What follows belongs to an exercise in optimizing a design on an open flow for small area; a production flow would make more cautious choices.
Function was checked by simulation only, so behaviour that the tests miss may differ from the original.
Power is estimated from default activity; no workload was simulated.

Setup of main:
==> module mmu_tx_ctrl_regs, before the edit <==
module mmu_tx_ctrl_regs (
        input  wire         clk_sys,
        input  wire         rst,
        input  wire         cfg_wr,
        input  wire         err_wr,
        input  wire [31:0]  wdata,
        input  wire [31:0]  err_flags,
        output logic [10:0] online_beat,
        output logic [31:0] err_q
);
        always_ff @(posedge clk_sys or posedge rst) begin
                if (rst) begin
                        online_beat <= mmu_tx_regs_pkg::beat_init;
                end else if (cfg_wr) begin
                        online_beat <= wdata[10:0];
                end
        end
        always_ff @(posedge clk_sys or posedge rst) begin
                if (rst) begin
                        err_q <= '0;
                end else begin
                        err_q <= (err_q & ~(err_wr ? wdata : 32'd0)) | err_flags;
                end
        end
endmodule
==> module mmu_tx_cnt_bank, before the edit <==
module mmu_tx_cnt_bank (
        input  wire                  clk_sys,
        input  wire                  rst,
        input  wire                  cpu_wr,
        input  wire [13:0]           sel_cnt,
        input  wire [3:0]            off,
        input  wire [31:0]           wdata,
        input  wire [27:0]           wr_hi_q,
        input  wire [13:0]           events,
        input  wire                  cnt_clr,
        output logic [27:0]          rd_hi,
        output logic [3:0]           rd_lo,
        output logic                 rd_pend
);
        localparam int n = 14;
        localparam int lo_w = 4;
        localparam int hi_w = 32 - lo_w;
        logic clr;
        logic clr_d;
        logic [3:0] rot;
        logic [3:0] rot2;
        logic [n-1:0] rot_hot;
        logic [n-1:0] head;
        logic [4:0] sum_a;
        logic [4:0] sum_b;
        logic [3:0] slot;
        logic cnt_hit;
        logic [n-1:0] sel_slot;
        logic [n-1:0] ld_cnt;
        logic [n-1:0] ld_slot;
        logic [n-1:0] rd_sel_q;
        logic wr_q;
        logic [lo_w-1:0] lo_q [n];
        logic [n-1:0] pend_q;
        logic [hi_w-1:0] hi_q [n];
        logic [hi_w-1:0] hi_inc;
        logic pend_head;
        assign clr = cnt_clr;
        always_ff @(posedge clk_sys or posedge rst) begin
                if (rst) begin
                        rot <= '0;
                        clr_d <= 1'b0;
                        wr_q <= 1'b0;
                end else begin
                        if (rot == 4'd13) begin
                                rot <= '0;
                        end else begin
                                rot <= rot + 4'd1;
                        end
                        clr_d <= clr;
                        wr_q <= cpu_wr;
                end
        end
        always_comb begin
                for (int s = 0; s < n; s++) begin
                        rot_hot[s] = (rot == 4'(s));
                end
                for (int i = 0; i < n; i++) begin
                        head[i] = rot_hot[n-1-i];
                end
        end
        assign rot2 = rot + 4'd2;
        assign sum_a = {1'b0, off} + {1'b0, rot};
        assign sum_b = {1'b0, off} + {1'b0, rot2};
        assign slot = sum_b[4] ? sum_b[3:0] : sum_a[3:0];
        assign cnt_hit = |sel_cnt;
        always_comb begin
                for (int s = 0; s < n; s++) begin
                        sel_slot[s] = cnt_hit && (slot == 4'(s));
                end
                for (int s = 0; s < n; s++) begin
                        ld_slot[s] = wr_q && rd_sel_q[(s + n - 1) % n];
                end
        end
        assign ld_cnt = {n{cpu_wr}} & sel_cnt;
        always_ff @(posedge clk_sys or posedge rst) begin
                if (rst) begin
                        for (int i = 0; i < n; i++) begin
                                lo_q[i] <= '0;
                        end
                        pend_q <= '0;
                end else begin
                for (int i = 0; i < n; i++) begin
                        if (clr) begin
                                lo_q[i] <= '0;
                                pend_q[i] <= 1'b0;
                        end else if (ld_cnt[i]) begin
                                lo_q[i] <= wdata[lo_w-1:0];
                                pend_q[i] <= 1'b0;
                        end else begin
                                lo_q[i] <= lo_q[i] + lo_w'(events[i]);
                                pend_q[i] <= (events[i] && (&lo_q[i])) || (pend_q[i] && !head[i]);
                        end
                end
                end
        end
        always_comb begin
                pend_head = 1'b0;
                for (int i = 0; i < n; i++) begin
                        pend_head = pend_head | (head[i] & pend_q[i]);
                end
        end
        mmu_tx_inc #(.w(hi_w)) ring_inc_i (
                .a  (hi_q[n-1]),
                .ci (pend_head),
                .y  (hi_inc)
        );
        logic [n-1:0] hold_slot, load_slot;
        logic [hi_w-1:0] hi_prev [n];
        logic [hi_w-1:0] hi_nxt [n];
        assign hold_slot = ~ld_slot & {n{~clr_d}};
        assign load_slot = ld_slot & {n{~clr_d}};
        always_comb begin
                for (int s = 0; s < n; s++) begin
                        hi_prev[s] = (s == 0) ? hi_inc : hi_q[(s + n - 1) % n];
                        hi_nxt[s] = ({hi_w{hold_slot[s]}} & hi_prev[s]) |
                                    ({hi_w{load_slot[s]}} & wr_hi_q);
                end
        end
        always_ff @(posedge clk_sys or posedge rst) begin
                if (rst) begin
                        for (int s = 0; s < n; s++) begin
                                hi_q[s] <= '0;
                        end
                end else begin
                        for (int s = 0; s < n; s++) begin
                                hi_q[s] <= hi_nxt[s];
                        end
                end
        end
        always_comb begin
                rd_lo = '0;
                rd_pend = 1'b0;
                for (int i = 0; i < n; i++) begin
                        rd_lo = rd_lo | ({lo_w{sel_cnt[i]}} & lo_q[i]);
                        rd_pend = rd_pend | (sel_cnt[i] & pend_q[i] & !head[i]);
                end
        end
        always_ff @(posedge clk_sys) begin
                for (int s = 0; s < n; s++) begin
                        rd_sel_q[s] <= sel_slot[(s + n - 1) % n];
                end
        end
        always_comb begin
                rd_hi = '0;
                for (int s = 0; s < n; s++) begin
                        rd_hi = rd_hi | ({hi_w{rd_sel_q[s]}} & hi_q[s]);
                end
        end
endmodule
==> flow/config.mk <==
export PLATFORM = sky130hd
export DESIGN_NAME = mmu_tx_regs_top
export DESIGN_NICKNAME = mmu_tx_regs_top
export VERILOG_FILES = /design/flow/design.v
export SDC_FILE = /design/flow/constraint.sdc
export NUM_CORES = 4
export LEC_CHECK = 0
export CAP_MARGIN = 20
export CORE_MARGIN = 2
export CORE_UTILIZATION = 40
export GPL_TIMING_DRIVEN = 0
export SLEW_MARGIN = 20
==> flow/constraint.sdc <==
create_clock -name core_clock -period 4.0 [get_ports {clk_sys}]
set_input_delay 0.8000 -clock core_clock [delete_from_list [all_inputs] [get_ports {clk_sys}]]
set_output_delay 0.8000 -clock core_clock [all_outputs]
set_load 0.01 [all_outputs]
standard.sh (not shown) runs the stock make flow with config.mk's settings and CLKGATE_MAP_FILE= SYNTH_SCRIPT=/design/flow/synth_recipe.tcl, a recipe that flattens the netlist after the stock synthesis.
==> flow/flow/run.sh <==
#!/bin/bash
# Layout with the standard ORFS flow (standard.sh), changing only:
#  - the cell buffer_ports uses for the port buffers (a plain buf_1
#    instead of the default delay cell), every port is still buffered
#  - clock tree synthesis without dummy loads and with small buffers
# Each make step writes its own log under orfs/logs; make's output
# goes to standard.log in this folder.
set -euo pipefail
export BUFFER_PORTS_ARGS="-buffer_cell sky130_fd_sc_hd__buf_1"
export CTS_ARGS="-sink_clustering_enable -repair_clock_nets -dont_use_dummy_load -buf_list sky130_fd_sc_hd__clkbuf_8 -sink_clustering_size 16 -sink_clustering_max_diameter 60"
bash standard.sh finish > standard.log 2>&1
main | stages: all done | timing, DRC, antenna: all pass
Input-level comparison between the feature branch and main:
==> flow/design.v, changed modules only <==
module mmu_tx_ctrl_regs (
        input  wire         clk_sys,
        input  wire         rst,
        input  wire         cfg_wr,
        input  wire         err_wr,
        input  wire [31:0]  wdata,
        input  wire [31:0]  err_flags,
        output logic [10:0] online_beat,
        output logic [31:0] err_q
);
        always_ff @(posedge clk_sys or posedge rst) begin
                if (rst) begin
                        online_beat <= mmu_tx_regs_pkg::beat_init;
                end else if (cfg_wr) begin
                        online_beat <= wdata[10:0];
                end
        end
        always_ff @(posedge clk_sys) begin
                if (rst) begin
                        err_q <= '0;
                end else begin
                        err_q <= (err_q & ~(err_wr ? wdata : 32'd0)) | err_flags;
                end
        end
endmodule
module mmu_tx_cnt_bank (
        input  wire                  clk_sys,
        input  wire                  rst,
        input  wire                  cpu_wr,
        input  wire [13:0]           sel_cnt,
        input  wire [3:0]            off,
        input  wire [31:0]           wdata,
        input  wire [27:0]           wr_hi_q,
        input  wire [13:0]           events,
        input  wire                  cnt_clr,
        output logic [27:0]          rd_hi,
        output logic [3:0]           rd_lo,
        output logic                 rd_pend
);
        localparam int n = 14;
        localparam int lo_w = 4;
        localparam int hi_w = 32 - lo_w;
        logic clr;
        logic clr_d;
        logic [3:0] rot;
        logic [3:0] rot2;
        logic [n-1:0] rot_hot;
        logic [n-1:0] head;
        logic [4:0] sum_a;
        logic [4:0] sum_b;
        logic [3:0] slot;
        logic cnt_hit;
        logic [n-1:0] sel_slot;
        logic [n-1:0] ld_cnt;
        logic [n-1:0] ld_slot;
        logic [n-1:0] rd_sel_q;
        logic wr_q;
        logic [lo_w-1:0] lo_q [n];
        logic [n-1:0] pend_q;
        logic [hi_w-1:0] hi_q [n];
        logic [hi_w-1:0] hi_inc;
        logic pend_head;
        assign clr = cnt_clr | rst;
        always_ff @(posedge clk_sys) begin
                if (rst || rot == 4'd13) begin
                        rot <= '0;
                end else begin
                        rot <= rot + 4'd1;
                end
                clr_d <= clr;
                wr_q <= cpu_wr;
        end
        always_comb begin
                for (int s = 0; s < n; s++) begin
                        rot_hot[s] = (rot == 4'(s));
                end
                for (int i = 0; i < n; i++) begin
                        head[i] = rot_hot[n-1-i];
                end
        end
        assign rot2 = rot + 4'd2;
        assign sum_a = {1'b0, off} + {1'b0, rot};
        assign sum_b = {1'b0, off} + {1'b0, rot2};
        assign slot = sum_b[4] ? sum_b[3:0] : sum_a[3:0];
        assign cnt_hit = |sel_cnt;
        always_comb begin
                for (int s = 0; s < n; s++) begin
                        sel_slot[s] = cnt_hit && (slot == 4'(s));
                end
                for (int s = 0; s < n; s++) begin
                        ld_slot[s] = wr_q && rd_sel_q[(s + n - 1) % n];
                end
        end
        assign ld_cnt = {n{cpu_wr}} & sel_cnt;
        always_ff @(posedge clk_sys) begin
                for (int i = 0; i < n; i++) begin
                        if (clr) begin
                                lo_q[i] <= '0;
                                pend_q[i] <= 1'b0;
                        end else if (ld_cnt[i]) begin
                                lo_q[i] <= wdata[lo_w-1:0];
                                pend_q[i] <= 1'b0;
                        end else begin
                                lo_q[i] <= lo_q[i] + lo_w'(events[i]);
                                pend_q[i] <= (events[i] && (&lo_q[i])) || (pend_q[i] && !head[i]);
                        end
                end
        end
        always_comb begin
                pend_head = 1'b0;
                for (int i = 0; i < n; i++) begin
                        pend_head = pend_head | (head[i] & pend_q[i]);
                end
        end
        mmu_tx_inc #(.w(hi_w)) ring_inc_i (
                .a  (hi_q[n-1]),
                .ci (pend_head),
                .y  (hi_inc)
        );
        logic [n-1:0] hold_slot, load_slot;
        logic [hi_w-1:0] hi_prev [n];
        logic [hi_w-1:0] hi_nxt [n];
        assign hold_slot = ~ld_slot & {n{~clr_d}};
        assign load_slot = ld_slot & {n{~clr_d}};
        always_comb begin
                for (int s = 0; s < n; s++) begin
                        hi_prev[s] = (s == 0) ? hi_inc : hi_q[(s + n - 1) % n];
                        hi_nxt[s] = ({hi_w{hold_slot[s]}} & hi_prev[s]) |
                                    ({hi_w{load_slot[s]}} & wr_hi_q);
                end
        end
        always_ff @(posedge clk_sys) begin
                for (int s = 0; s < n; s++) begin
                        hi_q[s] <= hi_nxt[s];
                end
        end
        always_comb begin
                rd_lo = '0;
                rd_pend = 1'b0;
                for (int i = 0; i < n; i++) begin
                        rd_lo = rd_lo | ({lo_w{sel_cnt[i]}} & lo_q[i]);
                        rd_pend = rd_pend | (sel_cnt[i] & pend_q[i] & !head[i]);
                end
        end
        always_ff @(posedge clk_sys) begin
                for (int s = 0; s < n; s++) begin
                        rd_sel_q[s] <= sel_slot[(s + n - 1) % n];
                end
        end
        always_comb begin
                rd_hi = '0;
                for (int s = 0; s < n; s++) begin
                        rd_hi = rd_hi | ({hi_w{rd_sel_q[s]}} & hi_q[s]);
                end
        end
endmodule
[summary]
- The final layouts of the feature branch and main pass the timing, design-rule and antenna checks.
- On wire length of the first global-routing pass, main loses to the feature branch.
- Comparing the feature branch and main, the lower share of cells above drive strength 1 was measured on the feature branch.
- Against main, the feature branch comes in 0.24 points lower on switching fraction of total power.
- Between main and the feature branch, the flow reports count of non-filler cells in the finished layout decreasing by a few percent.
- Hold slack: the feature branch and main compared, higher one is the feature branch
- The estimated power of the feature branch ends up lower than the estimate for main.
- Compared with main, the feature branch shows final routed wirelength across all metal layers that has gone down by a few percent.
- main → the feature branch: combinational power now sits lower, non-clock buffer share of cell area now sits lower.
- Of the feature branch and main, main shows the higher standard cell area after detailed placement, with the feature branch below it.
- The setup slack of the feature branch is larger than that of main.
- Summary of the feature branch over main: total via count in the routed design saw a decrease, core occupancy in the finished layout roughly the same, area after synthesis dropped 2400 um^2.

-- afterwards: timing with drivers on the ports --
Ports are ideal in the flow. The routed layouts listed here were re-timed in OpenROAD.
Step 1 (the two cells are an assumption about what drives the block):
set clk [get_ports {clk_sys}]
set_driving_cell -lib_cell sky130_fd_sc_hd__clkbuf_16 $clk
set_driving_cell -lib_cell sky130_fd_sc_hd__buf_2 [delete_from_list [all_inputs] $clk]
Step 2 moves the port delays by t, midway between the first and last clock arrival at a register: inputs arrive t later, outputs are due t later. That takes back most of the time a late clock gives input paths.
Three values: ideal, step 1, step 2; two values: the first two.
run	shift t [ns]	setup slack, ns	worst setup path at the end	pins driven straight from the clock port
main	0.742	0.080 / 0.080 / -0.134	input to register	1
the feature branch	0.715	0.140 / 0.140 / 0.140	register to register	1
Met with ideal ports but missed after step 2: setup timing in main. The setup slack of main, which loses most, moves by 0.000 ns with the drivers and by -0.214 ns with both steps.
